From an optimization exercise on the open Yosys and OpenROAD flow, aimed at small area, a short achievable clock period and few clock cycles per item; shortcuts taken in it are not production practice.
RTL that was checked went through simulation tests only; none was proved equivalent to the original.
Power is estimated from default activity; no workload was simulated.

red:
==> flow/design.v (excerpt) <==
module host_envelope_deframer_crc16_core #(
	parameter int ENVELOPE_BYTES    = 40,
	parameter int INNER_FRAME_BYTES = 36
) (
	input  logic                           clk,
	input  logic                           arst_n,
	input  logic                           cfg_we,
	input  logic [hedc_pkg::CFG_IDX_W-1:0] cfg_idx,
	input  logic [7:0]                     cfg_data,
	input  logic                           rx_valid,
	output logic                           rx_stall,
	input  logic [7:0]                     rx_byte,
	output logic                           out_valid,
	input  logic                           out_stall,
	output logic [7:0]                     out_byte,
	output logic                           out_last
);
	localparam int         NS   = 38;         
	localparam logic [5:0] DMAX = 6'(NS - 1);
	function automatic logic [5:0] dstep(input logic [5:0] d);
		dstep = (d == 6'd0) ? DMAX : d - 6'd1;
	endfunction
	logic [7:0] start_q, env_ver_q, marker_q, fver_q, kind_q;
	logic       in_v, sk_v;
	logic [7:0] in_b, sk_b;
	logic       in_st;       
	logic       stall_q;     
	logic [7:0] drum [NS];
	logic [7:0] tap;         
	logic [5:0] dr, dw, df;  
	logic       dr0, dw0, df0;
	logic [5:0] nf;          
	logic       nz;          
	logic       anchored;    
	logic [5:0]  pos;
	logic        e0, g2, d38, l39;
	logic        ok;
	logic [15:0] crc;
	logic [7:0]  cmp_q;      
	logic        ff;         
	logic        fp1;        
	logic        repro;      
	logic        rphase;     
	logic        rdre;       
	logic        out_valid_q;
	logic [7:0]  out_byte_q;
	logic        out_last_q;
	logic        o1_v;
	logic [7:0]  o1_b;
	logic        o1_l;
	logic ld, rd_out, rep_end, rep_active, store_ok, consume, wr;
	logic eq_in, gd, in_free, incoming, fresh_ok_n, rdre_n;
  ...
Settings: LEC_CHECK=0, ABC_AREA=1, ABC_CLOCK_PERIOD_IN_PS=2000, CAP_MARGIN=20, CORE_MARGIN=2, CORE_UTILIZATION=40, CTS_CLUSTER_DIAMETER=80, CTS_CLUSTER_SIZE=28, PLACE_DENSITY=0.6, SETUP_SLACK_MARGIN=2.95, SLEW_MARGIN=20; clock period 5.0 ns.
standard.sh (not shown) runs the stock make flow with config.mk's settings and CLKGATE_MAP_FILE= SYNTH_SCRIPT=/design/flow/synth_recipe.tcl, a recipe that flattens the netlist after the stock synthesis.
==> flow/flow/run.sh <==
#!/bin/bash
# The standard layout (the standard.sh, ORFS synthesis to finish), with
# the port buffers that buffer_ports inserts made sky130_fd_sc_hd__buf_2
# instead of the delay cell it picks by default. Everything else, including
# synthesis, floorplan, power grid and tap cells, is the standard flow.
set -euo pipefail
cd "$(dirname "$0")/.."
bash standard.sh 'BUFFER_PORTS_ARGS=-buffer_cell sky130_fd_sc_hd__buf_2' finish > run_make.log 2>&1
[inputs] green vs red
--- a/flow/design.v
+++ b/flow/design.v
@@ -138,19 +138,19 @@
 );
 	localparam int         NS   = 38;         
 	localparam logic [5:0] DMAX = 6'(NS - 1);
 	function automatic logic [5:0] dstep(input logic [5:0] d);
 		dstep = (d == 6'd0) ? DMAX : d - 6'd1;
 	endfunction
 	logic [7:0] start_q, env_ver_q, marker_q, fver_q, kind_q;
 	logic       in_v, sk_v;
 	logic [7:0] in_b, sk_b;
-	logic       in_st;       
+	logic       in_st, sk_st;
 	logic       stall_q;     
 	logic [7:0] drum [NS];
 	logic [7:0] tap;         
 	logic [5:0] dr, dw, df;  
 	logic       dr0, dw0, df0;
 	logic [5:0] nf;          
 	logic       nz;          
 	logic       anchored;    
 	logic [5:0]  pos;
@@ -164,67 +164,71 @@
 	logic        rphase;     
 	logic        rdre;       
 	logic        out_valid_q;
 	logic [7:0]  out_byte_q;
 	logic        out_last_q;
 	logic        o1_v;
 	logic [7:0]  o1_b;
 	logic        o1_l;
 	logic ld, rd_out, rep_end, rep_active, store_ok, consume, wr;
-	logic eq_in, gd, in_free, incoming, fresh_ok_n, rdre_n;
+	logic eq_in, gd, in_free, incoming, cmp_rx, nxt_st, fresh_ok_n, rdre_n;
 	logic ev_s, ev_v, ev_v1, ev_v0, ev_m, ev_sv, ev_er, vgood, set_df0, set_dfm;
 	logic [15:0] crc_step;
 	assign tap        = drum[NS-1];
 	assign ld         = !out_valid_q || !out_stall;
 	assign rd_out     = nz && dr0 && !o1_v;
 	assign rep_end    = repro && rphase && dw0;
 	assign rep_active = repro && !rep_end;
 	assign store_ok   = anchored ? (dw0 && !(nz && dr0 && o1_v)) : (!nz || rd_out);
 	assign consume    = in_v && !rep_active && (!g2 || store_ok);
 	assign wr         = consume && g2;
 	assign eq_in  = (in_b == cmp_q);
-	assign in_st  = (in_b == start_q);
 	assign gd     = ok && eq_in;
 	assign ev_s  = e0 && consume && in_st;
 	assign ev_v  = l39 && consume;
 	assign ev_v1 = ev_v && !gd && (ff || in_st);
 	assign ev_v0 = ev_v && !ev_v1;
 	assign ev_m  = !e0 && !l39 && (rdre || consume);
 	assign ev_sv = ev_s || ev_v;
 	assign ev_er = ev_v && !gd && ff;
 	assign vgood = ev_v && gd;
 	assign set_df0 = ev_m && in_st && !ff && (rdre || wr);
 	assign set_dfm = wr && fp1;
 	assign crc_step = hedc_pkg::crc16_byte(crc, in_b);
 	assign in_free  = !in_v || consume;
 	assign incoming = rx_valid && !stall_q;
 	assign rx_stall = stall_q;
+	assign cmp_rx   = (rx_byte == start_q);
 	always_ff @(posedge clk) begin
 		drum[0] <= wr ? in_b : tap;
 		for (int k = 1; k < NS; k++) begin
 			drum[k] <= drum[k-1];
 		end
 	end
+	assign nxt_st = (drum[NS-2] == start_q);
 	logic repro_n, rphase_n, dw0_n, df0_n;
 	assign repro_n  = ev_er || (repro && !rep_end);
 	assign rphase_n = !ev_er && (rphase || rdre);
 	assign dw0_n    = wr || (dw == 6'd1);
 	assign df0_n    = set_df0 || (!set_dfm && (df == 6'd1));
 	assign rdre_n     = repro_n && !(rphase_n && dw0_n) && (rphase_n || df0_n);
 	assign fresh_ok_n = !repro_n || (rphase_n && dw0_n);
 	always_ff @(posedge clk) begin
 		if (!sk_v) begin
-			sk_b <= rx_byte;
+			sk_b  <= rx_byte;
+			sk_st <= cmp_rx;
 		end
 		if (rdre_n) begin
-			in_b <= drum[NS-2];
+			in_b  <= drum[NS-2];
+			in_st <= nxt_st;
 		end else if (in_free && fresh_ok_n) begin
-			in_b <= sk_v ? sk_b : rx_byte;
+			in_b  <= sk_v ? sk_b : rx_byte;
+			in_st <= sk_v ? sk_st : cmp_rx;
 		end
 		if (ld) begin
 			out_byte_q <= o1_v ? o1_b : tap;
 			out_last_q <= o1_v ? o1_l : (nf == 6'd1);
 		end
 		if (!o1_v) begin
 			o1_b <= tap;
 			o1_l <= (nf == 6'd1);
 		end
Notes after the runs:
- The run showing the smaller logic depth of the worst setup path including buffers is green.
- [compare] base=red new=green: final layout net count went up by 0.92%; mux share of post-synthesis cell area went down by 0.35 points; final cell count went up by 51; fraction of final layout cells sized beyond drive strength 1 went down by 3.0 points.
- Time the worst path needs with I/O delays and setup: green vs red down 120 ps
- Final design area excluding fillers of green is on par with red.
- When green is set beside red, its via count turns out to be 113 larger.
- Compared with red, green shows a portion of the clock cycle consumed by the worst path in the final layout that is 2.5 points lower.
- Comparing the two runs side by side, green comes out behind red on post-synthesis instance area.
- Compared with red, green shows a lower first-pass GRT wire length.
- red vs green, source of the critical timing path: in_b[6] vs out_byte_q[1]
Testbench counts of green, summed over its fixed seeds: cycles 19,364, beats 12,008.
For red, only the layout was checked, not whether the RTL still works.


juniper:
host_envelope_deframer_crc16_core, a different RTL version from the one above (not shown whole).
Size: ~460 flip-flops, ~14,000 sq um of cells after synthesis.
export LEC_CHECK = 0
export ABC_CLOCK_PERIOD_IN_PS = 2000
export CAP_MARGIN = 20
export CORE_MARGIN = 2
export CORE_UTILIZATION = 40
export CTS_CLUSTER_DIAMETER = 80
export CTS_CLUSTER_SIZE = 28
export PLACE_DENSITY = 0.6
export SETUP_SLACK_MARGIN = 3.0
export SLEW_MARGIN = 20
create_clock -name core_clock -period 5.0 [get_ports {clk}]
run.sh (not shown) runs the stock make flow with config.mk's settings and CLKGATE_MAP_FILE= SYNTH_SCRIPT=/design/flow/synth_recipe.tcl, a recipe that flattens the netlist after the stock synthesis.
Stock flow here: none of the scripts above is used.
Setup changes, juniper to delta
--- a/flow/design.v
+++ b/flow/design.v
@@ -157,19 +157,18 @@
 	logic        e0, f1, g2, lt4, en, chk, d3, d4, d5, d37, d38, l39;
 	logic        ok;
 	logic [15:0] crc;
 	logic [7:0]  cmp_q;      
 	logic        ff;         
 	logic        fp1;        
 	logic        repro;      
 	logic        rphase;     
 	logic        rdre;       
-	logic        rdre_d;     
 	logic        out_valid_q;
 	logic [7:0]  out_byte_q;
 	logic        out_last_q;
 	logic        o1_v;
 	logic [7:0]  o1_b;
 	logic        o1_l;
 	logic ld, rd_out, rep_end, rep_active, store_ok, consume, wr;
 	logic cstm, eqv, eq_in, eq_tap, gd, in_free, incoming, cmp_rx;
 	logic ev_s, ev_v, ev_v1, ev_v0, ev_m, ev_sv, ev_er, vgood, set_df0, set_dfm;
@@ -177,23 +176,23 @@
 	logic [15:0] crc_step;
 	assign tap        = drum[NS-1];
 	assign ld         = !out_valid_q || !out_stall;
 	assign rd_out     = nz && dr0 && !o1_v;
 	assign rep_end    = repro && rphase && dw0;
 	assign rep_active = repro && !rep_end;
 	assign store_ok   = anchored ? (dw0 && !(nz && dr0 && o1_v)) : (!nz || rd_out);
 	assign consume    = in_v && !rep_active && (!g2 || store_ok);
 	assign wr         = consume && g2;
-	assign cb     = rdre_d ? tap : in_b;
-	assign cstm   = rdre_d ? tap_st : in_st;
+	assign cb     = rdre ? tap : in_b;
+	assign cstm   = rdre ? tap_st : in_st;
 	assign eq_in  = (in_b == cmp_q);
 	assign eq_tap = (tap == cmp_q);
-	assign eqv    = rdre_d ? eq_tap : eq_in;
+	assign eqv    = rdre ? eq_tap : eq_in;
 	assign gd     = ok && eq_in;
 	assign ev_s  = e0 && consume && in_st;
 	assign ev_v  = l39 && consume;
 	assign ev_v1 = ev_v && !gd && (ff || in_st);
 	assign ev_v0 = ev_v && !ev_v1;
 	assign ev_m  = !e0 && !l39 && (rdre || consume);
 	assign ev_sv = ev_s || ev_v;
 	assign ev_er = ev_v && !gd && ff;
 	assign vgood = ev_v && gd;
@@ -234,19 +233,18 @@
 			o1_l <= (nf == 6'd1);
 		end
 		dr     <= (rd_out || (wr && !nz)) ? 6'd0 : dstep(dr);
 		dr0    <= rd_out || (wr && !nz) || (dr == 6'd1);
 		dw     <= wr ? 6'd0 : dstep(dw);
 		dw0    <= dw0_n;
 		df     <= set_df0 ? 6'd0 : set_dfm ? DMAX : dstep(df);
 		df0    <= df0_n;
 		rphase <= rphase_n;
-		rdre_d <= repro_n && !(rphase_n && dw0_n) && (rphase_n || df0_n);
 		if (ev_s || ev_v1) begin
 			pos <= 6'd1;
 		end else if (ev_v0) begin
 			pos <= 6'd0;
 		end else if (ev_m) begin
 			pos <= pos + 6'd1;
 		end
 		if (ev_sv) begin
 			f1  <= ev_s || ev_v1;
Findings:
- Taking juniper as the reference, in delta worst setup slack went up, share of the cycle needed by the critical path after routing went down, actual slew at the worst max-slew pin went up, final sequential cell count did not really move.
- Having completed the whole flow, delta delivered a layout that passed the timing, DRC and antenna checks.
- Taking juniper as the reference, in delta worst endpoint required time now larger; power now larger; share of the synthesized area in compound gates (AO/OA/AOI/OAI) now smaller.
- Going from juniper to delta, power per cell area grew by a few percent.
- juniper vs delta, cell type of the slowest stage on the worst timing path: edfxtp_1 vs dfrtp_4
Testbench counts of delta, summed over its fixed seeds: cycles 19,434, beats 12,008.
For juniper, only the layout was checked, not whether the RTL still works.


## old
The RTL this note starts from:
==> flow/design.v <==
package hedc_pkg;
	localparam int CFG_IDX_W = 3;
	localparam logic [CFG_IDX_W-1:0] CFG_START_BYTE   = 3'd0;
	localparam logic [CFG_IDX_W-1:0] CFG_ENV_VERSION  = 3'd1;
	localparam logic [CFG_IDX_W-1:0] CFG_FRAME_MARKER = 3'd2;
	localparam logic [CFG_IDX_W-1:0] CFG_FRAME_VER    = 3'd3;
	localparam logic [CFG_IDX_W-1:0] CFG_FRAME_KIND   = 3'd4;
	localparam logic [7:0] START_BYTE_RST   = 8'hA5;
	localparam logic [7:0] ENV_VERSION_RST  = 8'h01;
	localparam logic [7:0] FRAME_MARKER_RST = 8'hD7;
	localparam logic [7:0] FRAME_VER_RST    = 8'h02;
	localparam logic [7:0] FRAME_KIND_RST   = 8'h01;
	localparam int ENV_VER_POS  = 1;
	localparam int EMIT_FIRST   = 2;
	localparam int INNER_OFFSET = 4;
	localparam logic [15:0] CRC_INIT = 16'hFFFF;
	localparam logic [15:0] CRC_POLY = 16'h1021;
	localparam logic [15:0] CRC_MSB  = 16'h8000;
	typedef enum logic [7:0] {
		ST_IDLE    = 8'b0000_0001,
		ST_CHECK   = 8'b0000_0010,
		ST_FLUSH   = 8'b0000_0100,
		ST_DECIDE  = 8'b0000_1000,
		ST_SCAN    = 8'b0001_0000,
		ST_COPY    = 8'b0010_0000,
		ST_EMIT_RD = 8'b0100_0000,
		ST_EMIT_WR = 8'b1000_0000
	} hedc_state_t;
	typedef struct packed {
		logic       clr;
		logic       vld;
		logic [7:0] data;
		logic       env_ver;
		logic       marker;
		logic       fver;
		logic       kind;
		logic       crc_en;
		logic       got_hi;
		logic       got_lo;
	} hedc_chk_t;
	function automatic logic [15:0] crc16_byte(input logic [15:0] crc, input logic [7:0] data);
		logic [15:0] c;
		c = crc ^ {data, 8'h00};
		for (int b = 0; b < 8; b++) begin
			if ((c & CRC_MSB) != 16'h0000) begin
				c = (c << 1) ^ CRC_POLY;
			end else begin
				c = c << 1;
			end
		end
		crc16_byte = c;
	endfunction
endpackage
module hedc_ram #(
	parameter int WIDTH = 8,
	parameter int DEPTH = 40
) (
	input  logic                     clk,
	input  logic                     we,
	input  logic [$clog2(DEPTH)-1:0] waddr,
	input  logic [WIDTH-1:0]         wdata,
	input  logic                     re,
	input  logic [$clog2(DEPTH)-1:0] raddr,
	output logic [WIDTH-1:0]         rdata
);
	logic [WIDTH-1:0] mem_q [DEPTH];
	logic [WIDTH-1:0] rdata_q;
	always_ff @(posedge clk) begin
		if (we) begin
			mem_q[waddr] <= wdata;
		end
		if (re) begin
			rdata_q <= mem_q[raddr];
		end
	end
	assign rdata = rdata_q;
endmodule
module hedc_check (
	input  logic                clk,
	input  logic                arst_n,
	input  logic [7:0]          env_version,
	input  logic [7:0]          frame_marker,
	input  logic [7:0]          frame_version,
	input  logic [7:0]          frame_kind,
	input  hedc_pkg::hedc_chk_t beat,
	output logic                pass
);
	logic        ok_q;
	logic [15:0] crc_q;
	logic [15:0] got_q;
	logic        bad;
	assign bad = (beat.env_ver && (beat.data != env_version)) ||
		(beat.marker && (beat.data != frame_marker)) ||
		(beat.fver && (beat.data != frame_version)) ||
		(beat.kind && (beat.data != frame_kind));
	always_ff @(posedge clk or negedge arst_n) begin
		if (!arst_n) begin
			ok_q <= 1'b0;
		end else if (beat.clr) begin
			ok_q <= 1'b1;
		end else if (beat.vld && bad) begin
			ok_q <= 1'b0;
		end
	end
	always_ff @(posedge clk) begin
		if (beat.clr) begin
			crc_q <= hedc_pkg::CRC_INIT;
		end else if (beat.vld) begin
			if (beat.crc_en) begin
				crc_q <= hedc_pkg::crc16_byte(crc_q, beat.data);
			end
			if (beat.got_hi) begin
				got_q[15:8] <= beat.data;
			end
			if (beat.got_lo) begin
				got_q[7:0] <= beat.data;
			end
		end
	end
	assign pass = ok_q && (got_q == crc_q);
endmodule
module host_envelope_deframer_crc16_core #(
	parameter int ENVELOPE_BYTES    = 40,
	parameter int INNER_FRAME_BYTES = 36
) (
	input  logic                           clk,
	input  logic                           arst_n,
	input  logic                           cfg_we,
	input  logic [hedc_pkg::CFG_IDX_W-1:0] cfg_idx,
	input  logic [7:0]                     cfg_data,
	input  logic                           rx_valid,
	output logic                           rx_stall,
	input  logic [7:0]                     rx_byte,
	output logic                           out_valid,
	input  logic                           out_stall,
	output logic [7:0]                     out_byte,
	output logic                           out_last
);
	localparam int         NS   = 38;         
	localparam logic [5:0] DMAX = 6'(NS - 1);
	function automatic logic [5:0] dstep(input logic [5:0] d);
		dstep = (d == 6'd0) ? DMAX : d - 6'd1;
	endfunction
	logic [7:0] start_q, env_ver_q, marker_q, fver_q, kind_q;
	logic       in_v, sk_v;
	logic [7:0] in_b, sk_b;
	logic       in_st, sk_st;
	logic       stall_q;     
	logic [7:0] drum [NS];
	logic [7:0] tap;         
	logic       tap_st;      
	logic [5:0] dr, dw, df;  
	logic       dr0, dw0, df0;
	logic [5:0] nf;          
	logic       nz;          
	logic       anchored;    
	logic [5:0]  pos;
	logic        e0, g2, d38, l39;
	logic        ok;
	logic [15:0] crc;
	logic [7:0]  cmp_q;      
	logic        ff;         
	logic        fp1;        
	logic        repro;      
	logic        rphase;     
	logic        rdre;       
	logic        rdre_d;     
	logic        out_valid_q;
	logic [7:0]  out_byte_q;
	logic        out_last_q;
	logic        o1_v;
	logic [7:0]  o1_b;
	logic        o1_l;
	logic ld, rd_out, rep_end, rep_active, store_ok, consume, wr;
	logic cstm, eqv, eq_in, eq_tap, gd, in_free, incoming, cmp_rx;
	logic ev_s, ev_v, ev_v1, ev_v0, ev_m, ev_sv, ev_er, vgood, set_df0, set_dfm;
	logic [7:0]  cb;
	logic [15:0] crc_step;
	assign tap        = drum[NS-1];
	assign ld         = !out_valid_q || !out_stall;
	assign rd_out     = nz && dr0 && !o1_v;
	assign rep_end    = repro && rphase && dw0;
	assign rep_active = repro && !rep_end;
	assign store_ok   = anchored ? (dw0 && !(nz && dr0 && o1_v)) : (!nz || rd_out);
	assign consume    = in_v && !rep_active && (!g2 || store_ok);
	assign wr         = consume && g2;
	assign cb     = rdre_d ? tap : in_b;
	assign cstm   = rdre_d ? tap_st : in_st;
	assign eq_in  = (in_b == cmp_q);
	assign eq_tap = (tap == cmp_q);
	assign eqv    = rdre_d ? eq_tap : eq_in;
	assign gd     = ok && eq_in;
	assign ev_s  = e0 && consume && in_st;
	assign ev_v  = l39 && consume;
	assign ev_v1 = ev_v && !gd && (ff || in_st);
	assign ev_v0 = ev_v && !ev_v1;
	assign ev_m  = !e0 && !l39 && (rdre || consume);
	assign ev_sv = ev_s || ev_v;
	assign ev_er = ev_v && !gd && ff;
	assign vgood = ev_v && gd;
	assign set_df0 = ev_m && cstm && !ff && (rdre || wr);
	assign set_dfm = wr && fp1;
	assign crc_step = hedc_pkg::crc16_byte(crc, cb);
	assign in_free  = !in_v || consume;
	assign incoming = rx_valid && !stall_q;
	assign rx_stall = stall_q;
	assign cmp_rx   = (rx_byte == start_q);
	always_ff @(posedge clk) begin
		drum[0] <= wr ? in_b : tap;
		for (int k = 1; k < NS; k++) begin
			drum[k] <= drum[k-1];
		end
		tap_st <= (drum[NS-2] == start_q);
	end
	logic repro_n, rphase_n, dw0_n, df0_n;
	assign repro_n  = ev_er || (repro && !rep_end);
	assign rphase_n = !ev_er && (rphase || rdre);
	assign dw0_n    = wr || (dw == 6'd1);
	assign df0_n    = set_df0 || (!set_dfm && (df == 6'd1));
	always_ff @(posedge clk) begin
		if (!sk_v) begin
			sk_b  <= rx_byte;
			sk_st <= cmp_rx;
		end
		if (in_free) begin
			in_b  <= sk_v ? sk_b : rx_byte;
			in_st <= sk_v ? sk_st : cmp_rx;
		end
		if (ld) begin
			out_byte_q <= o1_v ? o1_b : tap;
			out_last_q <= o1_v ? o1_l : (nf == 6'd1);
		end
		if (!o1_v) begin
			o1_b <= tap;
			o1_l <= (nf == 6'd1);
		end
		dr     <= (rd_out || (wr && !nz)) ? 6'd0 : dstep(dr);
		dr0    <= rd_out || (wr && !nz) || (dr == 6'd1);
		dw     <= wr ? 6'd0 : dstep(dw);
		dw0    <= dw0_n;
		df     <= set_df0 ? 6'd0 : set_dfm ? DMAX : dstep(df);
		df0    <= df0_n;
		rphase <= rphase_n;
		stall_q <= !in_free && (sk_v || incoming);
		rdre_d <= repro_n && !(rphase_n && dw0_n) && (rphase_n || df0_n);
		if (ev_s || ev_v1) begin
			pos <= 6'd1;
		end else if (ev_v0) begin
			pos <= 6'd0;
		end else if (ev_m) begin
			pos <= pos + 6'd1;
		end
		if (ev_sv) begin
			d38 <= 1'b0;
		end else if (ev_m) begin
			d38 <= (pos == 6'd37);
		end
		if (ev_m) begin
			if (pos[5:2] == 4'd0) begin
				crc <= hedc_pkg::CRC_INIT;
			end else if (pos < 6'd38) begin
				crc <= crc_step;
			end
			if (pos == 6'd1) begin
				ok <= eqv;
			end else if ((pos == 6'd4) || (pos == 6'd5) || (pos == 6'd6) || d38) begin
				ok <= ok && eqv;
			end
		end
		if (ev_sv) begin
			cmp_q <= env_ver_q;
		end else if (ev_m) begin
			case (pos)
				6'd3:    cmp_q <= marker_q;
				6'd4:    cmp_q <= fver_q;
				6'd5:    cmp_q <= kind_q;
				6'd37:   cmp_q <= crc_step[15:8];
				6'd38:   cmp_q <= crc[7:0];
				default: begin
				end
			endcase
		end
		if (set_dfm) begin
			fp1 <= 1'b0;
		end
		if (ev_sv) begin
			ff  <= 1'b0;
			fp1 <= 1'b0;
		end else if (ev_m && cstm && !ff) begin
			ff <= 1'b1;
			if (!(rdre || wr)) begin
				fp1 <= 1'b1;
			end
		end
	end
	always_ff @(posedge clk or negedge arst_n) begin
		if (!arst_n) begin
			start_q     <= hedc_pkg::START_BYTE_RST;
			env_ver_q   <= hedc_pkg::ENV_VERSION_RST;
			marker_q    <= hedc_pkg::FRAME_MARKER_RST;
			fver_q      <= hedc_pkg::FRAME_VER_RST;
			kind_q      <= hedc_pkg::FRAME_KIND_RST;
			in_v        <= 1'b0;
			sk_v        <= 1'b0;
			nf          <= '0;
			nz          <= 1'b0;
			anchored    <= 1'b0;
			e0          <= 1'b1;
			g2          <= 1'b0;
			l39         <= 1'b0;
			repro       <= 1'b0;
			rdre        <= 1'b0;
			out_valid_q <= 1'b0;
			o1_v        <= 1'b0;
		end else begin
			if (cfg_we) begin
				case (cfg_idx)
					hedc_pkg::CFG_START_BYTE:   start_q   <= cfg_data;
					hedc_pkg::CFG_ENV_VERSION:  env_ver_q <= cfg_data;
					hedc_pkg::CFG_FRAME_MARKER: marker_q  <= cfg_data;
					hedc_pkg::CFG_FRAME_VER:    fver_q    <= cfg_data;
					hedc_pkg::CFG_FRAME_KIND:   kind_q    <= cfg_data;
					default: begin
					end
				endcase
			end
			if (in_free) begin
				in_v <= sk_v || incoming;
				sk_v <= 1'b0;
			end else if (incoming) begin
				sk_v <= 1'b1;
			end
			if (ld) begin
				out_valid_q <= o1_v || rd_out;
				o1_v        <= 1'b0;
			end else if (rd_out) begin
				o1_v        <= 1'b1;
			end
			if (vgood) begin
				nf <= 6'(NS);
				nz <= 1'b1;
			end else if (rd_out) begin
				nf <= nf - 6'd1;
				nz <= (nf != 6'd1);
			end
			repro <= repro_n;
			rdre  <= repro_n && !(rphase_n && dw0_n) && (rphase_n || df0_n);
			if (ev_s) begin
				e0 <= 1'b0;
			end else if (ev_v0) begin
				e0 <= 1'b1;
			end
			if (ev_v) begin
				g2  <= 1'b0;
				l39 <= 1'b0;
			end else if (ev_m) begin
				g2  <= 1'b1;
				l39 <= d38;
			end
			if (wr) begin
				anchored <= 1'b1;
			end
			if (ev_v) begin
				anchored <= ev_er;
			end
		end
	end
	assign out_valid = out_valid_q;
	assign out_byte  = out_byte_q;
	assign out_last  = out_last_q;
endmodule
Settings: LEC_CHECK=0, ABC_AREA=1, ABC_CLOCK_PERIOD_IN_PS=2000, CAP_MARGIN=20, CORE_MARGIN=2, CORE_UTILIZATION=40, CTS_CLUSTER_DIAMETER=80, CTS_CLUSTER_SIZE=28, PLACE_DENSITY=0.6, SETUP_SLACK_MARGIN=3.0, SLEW_MARGIN=20; clock period 5.0 ns.
Testbench counts of old, summed over its fixed seeds: cycles 19,434, beats 12,008.
Here is what was changed in the inputs of new compared with old.
-- flow/design.v --
<<< old, line 149
	logic [7:0] drum [NS];
	logic [7:0] tap;         
	logic       tap_st;      
	logic [5:0] dr, dw, df;  
	logic       dr0, dw0, df0;
>>> new, line 149
	logic [7:0] drum [NS];
	logic [7:0] tap;         
	logic [5:0] dr, dw, df;  
	logic       dr0, dw0, df0;
<<< old, line 165
	logic        rphase;     
	logic        rdre;       
	logic        rdre_d;     
	logic        out_valid_q;
	logic [7:0]  out_byte_q;
>>> new, line 164
	logic        rphase;     
	logic        rdre;       
	logic        out_valid_q;
	logic [7:0]  out_byte_q;
<<< old, line 173
	logic        o1_l;
	logic ld, rd_out, rep_end, rep_active, store_ok, consume, wr;
	logic cstm, eqv, eq_in, eq_tap, gd, in_free, incoming, cmp_rx;
	logic ev_s, ev_v, ev_v1, ev_v0, ev_m, ev_sv, ev_er, vgood, set_df0, set_dfm;
	logic [7:0]  cb;
	logic [15:0] crc_step;
	assign tap        = drum[NS-1];
>>> new, line 171
	logic        o1_l;
	logic ld, rd_out, rep_end, rep_active, store_ok, consume, wr;
	logic eq_in, gd, in_free, incoming, cmp_rx, nxt_st, fresh_ok_n, rdre_n;
	logic ev_s, ev_v, ev_v1, ev_v0, ev_m, ev_sv, ev_er, vgood, set_df0, set_dfm;
	logic [15:0] crc_step;
	assign tap        = drum[NS-1];
<<< old, line 185
	assign consume    = in_v && !rep_active && (!g2 || store_ok);
	assign wr         = consume && g2;
	assign cb     = rdre_d ? tap : in_b;
	assign cstm   = rdre_d ? tap_st : in_st;
	assign eq_in  = (in_b == cmp_q);
	assign eq_tap = (tap == cmp_q);
	assign eqv    = rdre_d ? eq_tap : eq_in;
	assign gd     = ok && eq_in;
	assign ev_s  = e0 && consume && in_st;
>>> new, line 182
	assign consume    = in_v && !rep_active && (!g2 || store_ok);
	assign wr         = consume && g2;
	assign eq_in  = (in_b == cmp_q);
	assign gd     = ok && eq_in;
	assign ev_s  = e0 && consume && in_st;
<<< old, line 199
	assign ev_er = ev_v && !gd && ff;
	assign vgood = ev_v && gd;
	assign set_df0 = ev_m && cstm && !ff && (rdre || wr);
	assign set_dfm = wr && fp1;
	assign crc_step = hedc_pkg::crc16_byte(crc, cb);
	assign in_free  = !in_v || consume;
	assign incoming = rx_valid && !stall_q;
>>> new, line 192
	assign ev_er = ev_v && !gd && ff;
	assign vgood = ev_v && gd;
	assign set_df0 = ev_m && in_st && !ff && (rdre || wr);
	assign set_dfm = wr && fp1;
	assign crc_step = hedc_pkg::crc16_byte(crc, in_b);
	assign in_free  = !in_v || consume;
	assign incoming = rx_valid && !stall_q;
<<< old, line 211
			drum[k] <= drum[k-1];
		end
		tap_st <= (drum[NS-2] == start_q);
	end
	logic repro_n, rphase_n, dw0_n, df0_n;
	assign repro_n  = ev_er || (repro && !rep_end);
>>> new, line 204
			drum[k] <= drum[k-1];
		end
	end
	assign nxt_st = (drum[NS-2] == start_q);
	logic repro_n, rphase_n, dw0_n, df0_n;
	assign repro_n  = ev_er || (repro && !rep_end);
<<< old, line 218
	assign dw0_n    = wr || (dw == 6'd1);
	assign df0_n    = set_df0 || (!set_dfm && (df == 6'd1));
	always_ff @(posedge clk) begin
		if (!sk_v) begin
>>> new, line 211
	assign dw0_n    = wr || (dw == 6'd1);
	assign df0_n    = set_df0 || (!set_dfm && (df == 6'd1));
	assign rdre_n     = repro_n && !(rphase_n && dw0_n) && (rphase_n || df0_n);
	assign fresh_ok_n = !repro_n || (rphase_n && dw0_n);
	always_ff @(posedge clk) begin
		if (!sk_v) begin
<<< old, line 223
			sk_st <= cmp_rx;
		end
		if (in_free) begin
			in_b  <= sk_v ? sk_b : rx_byte;
			in_st <= sk_v ? sk_st : cmp_rx;
>>> new, line 218
			sk_st <= cmp_rx;
		end
		if (rdre_n) begin
			in_b  <= drum[NS-2];
			in_st <= nxt_st;
		end else if (in_free && fresh_ok_n) begin
			in_b  <= sk_v ? sk_b : rx_byte;
			in_st <= sk_v ? sk_st : cmp_rx;
<<< old, line 242
		df0    <= df0_n;
		rphase <= rphase_n;
		stall_q <= !in_free && (sk_v || incoming);
		rdre_d <= repro_n && !(rphase_n && dw0_n) && (rphase_n || df0_n);
		if (ev_s || ev_v1) begin
			pos <= 6'd1;
>>> new, line 240
		df0    <= df0_n;
		rphase <= rphase_n;
		stall_q <= !(in_free && fresh_ok_n) && (sk_v || incoming);
		if (ev_s || ev_v1) begin
			pos <= 6'd1;
<<< old, line 263
			end
			if (pos == 6'd1) begin
				ok <= eqv;
			end else if ((pos == 6'd4) || (pos == 6'd5) || (pos == 6'd6) || d38) begin
				ok <= ok && eqv;
			end
		end
>>> new, line 260
			end
			if (pos == 6'd1) begin
				ok <= eq_in;
			end else if ((pos == 6'd4) || (pos == 6'd5) || (pos == 6'd6) || d38) begin
				ok <= ok && eq_in;
			end
		end
<<< old, line 287
			ff  <= 1'b0;
			fp1 <= 1'b0;
		end else if (ev_m && cstm && !ff) begin
			ff <= 1'b1;
			if (!(rdre || wr)) begin
>>> new, line 284
			ff  <= 1'b0;
			fp1 <= 1'b0;
		end else if (ev_m && in_st && !ff) begin
			ff <= 1'b1;
			if (!(rdre || wr)) begin
<<< old, line 325
				endcase
			end
			if (in_free) begin
				in_v <= sk_v || incoming;
				sk_v <= 1'b0;
			end else if (incoming) begin
				sk_v <= 1'b1;
			end
			if (ld) begin
>>> new, line 322
				endcase
			end
			if (in_free && fresh_ok_n) begin
				in_v <= sk_v || incoming;
				sk_v <= 1'b0;
			end else begin
				in_v <= in_v && !consume;
				if (incoming) begin
					sk_v <= 1'b1;
				end
			end
			if (ld) begin
<<< old, line 345
			end
			repro <= repro_n;
			rdre  <= repro_n && !(rphase_n && dw0_n) && (rphase_n || df0_n);
			if (ev_s) begin
				e0 <= 1'b0;
>>> new, line 345
			end
			repro <= repro_n;
			rdre  <= rdre_n;
			if (ev_s) begin
				e0 <= 1'b0;
Findings:
- Sort old and new by portion of the post-synthesis area used by sequential elements, ascending, and old comes first.
- In the tables for old and new, sequential power reads higher with old.
- Diff old -> new: global-route usage closely matched the old numbers; via count went down; sum of net half-perimeters after detailed placement shrank by about 8%; synthesized area shows a reduction of about 2.2%.
- When the final numbers for old and new were put side by side, the clock skew after layout turned out to be smaller in new.
- new: post-detailed-route via-to-cell ratio 0.027 below old
- The routing usage on met3 of new and that of old are within noise of each other.
- [new] worst setup slack fell 0.036 ns relative to old
Only the layout flow was run in new; the RTL was not checked for function there.

afterwards: timing with drivers on the ports:
In the flow no input, the clock included, has a driving cell. The finished layouts below were timed again as built, in two steps. Step 1: set_driving_cell puts a clkbuf_16 on clk and a buf_2 on each other input, an assumption about the parent block. Step 2, shift: input delay + t, output delay - t, t = (earliest + latest rising clock arrival at the registers) / 2. This alone moves slack from input paths to output paths. a / b / c = no drivers / after step 1 / after step 2; a / b = the first two.
run | t (ns) | setup slack, ns | worst register clock-pin slew, ns
red | 0.574 | 2.785 / 2.785 / 2.770 | 0.12 / 0.12
green | 0.569 | 2.908 / 2.861 / 2.815 | 0.11 / 0.11
juniper | 0.577 | 2.861 / 2.812 / 2.552 | 0.11 / 0.11
delta | 0.575 | 2.881 / 2.845 / 2.578 | 0.11 / 0.11
old | 0.574 | 2.927 / 2.878 / 2.472 | 0.11 / 0.11
new | 0.573 | 2.891 / 2.840 / 2.545 | 0.10 / 0.10
After both steps every run listed still meets setup and hold. The setup slack of old, which loses most, moves by -0.049 ns with the drivers and by -0.455 ns with both steps.
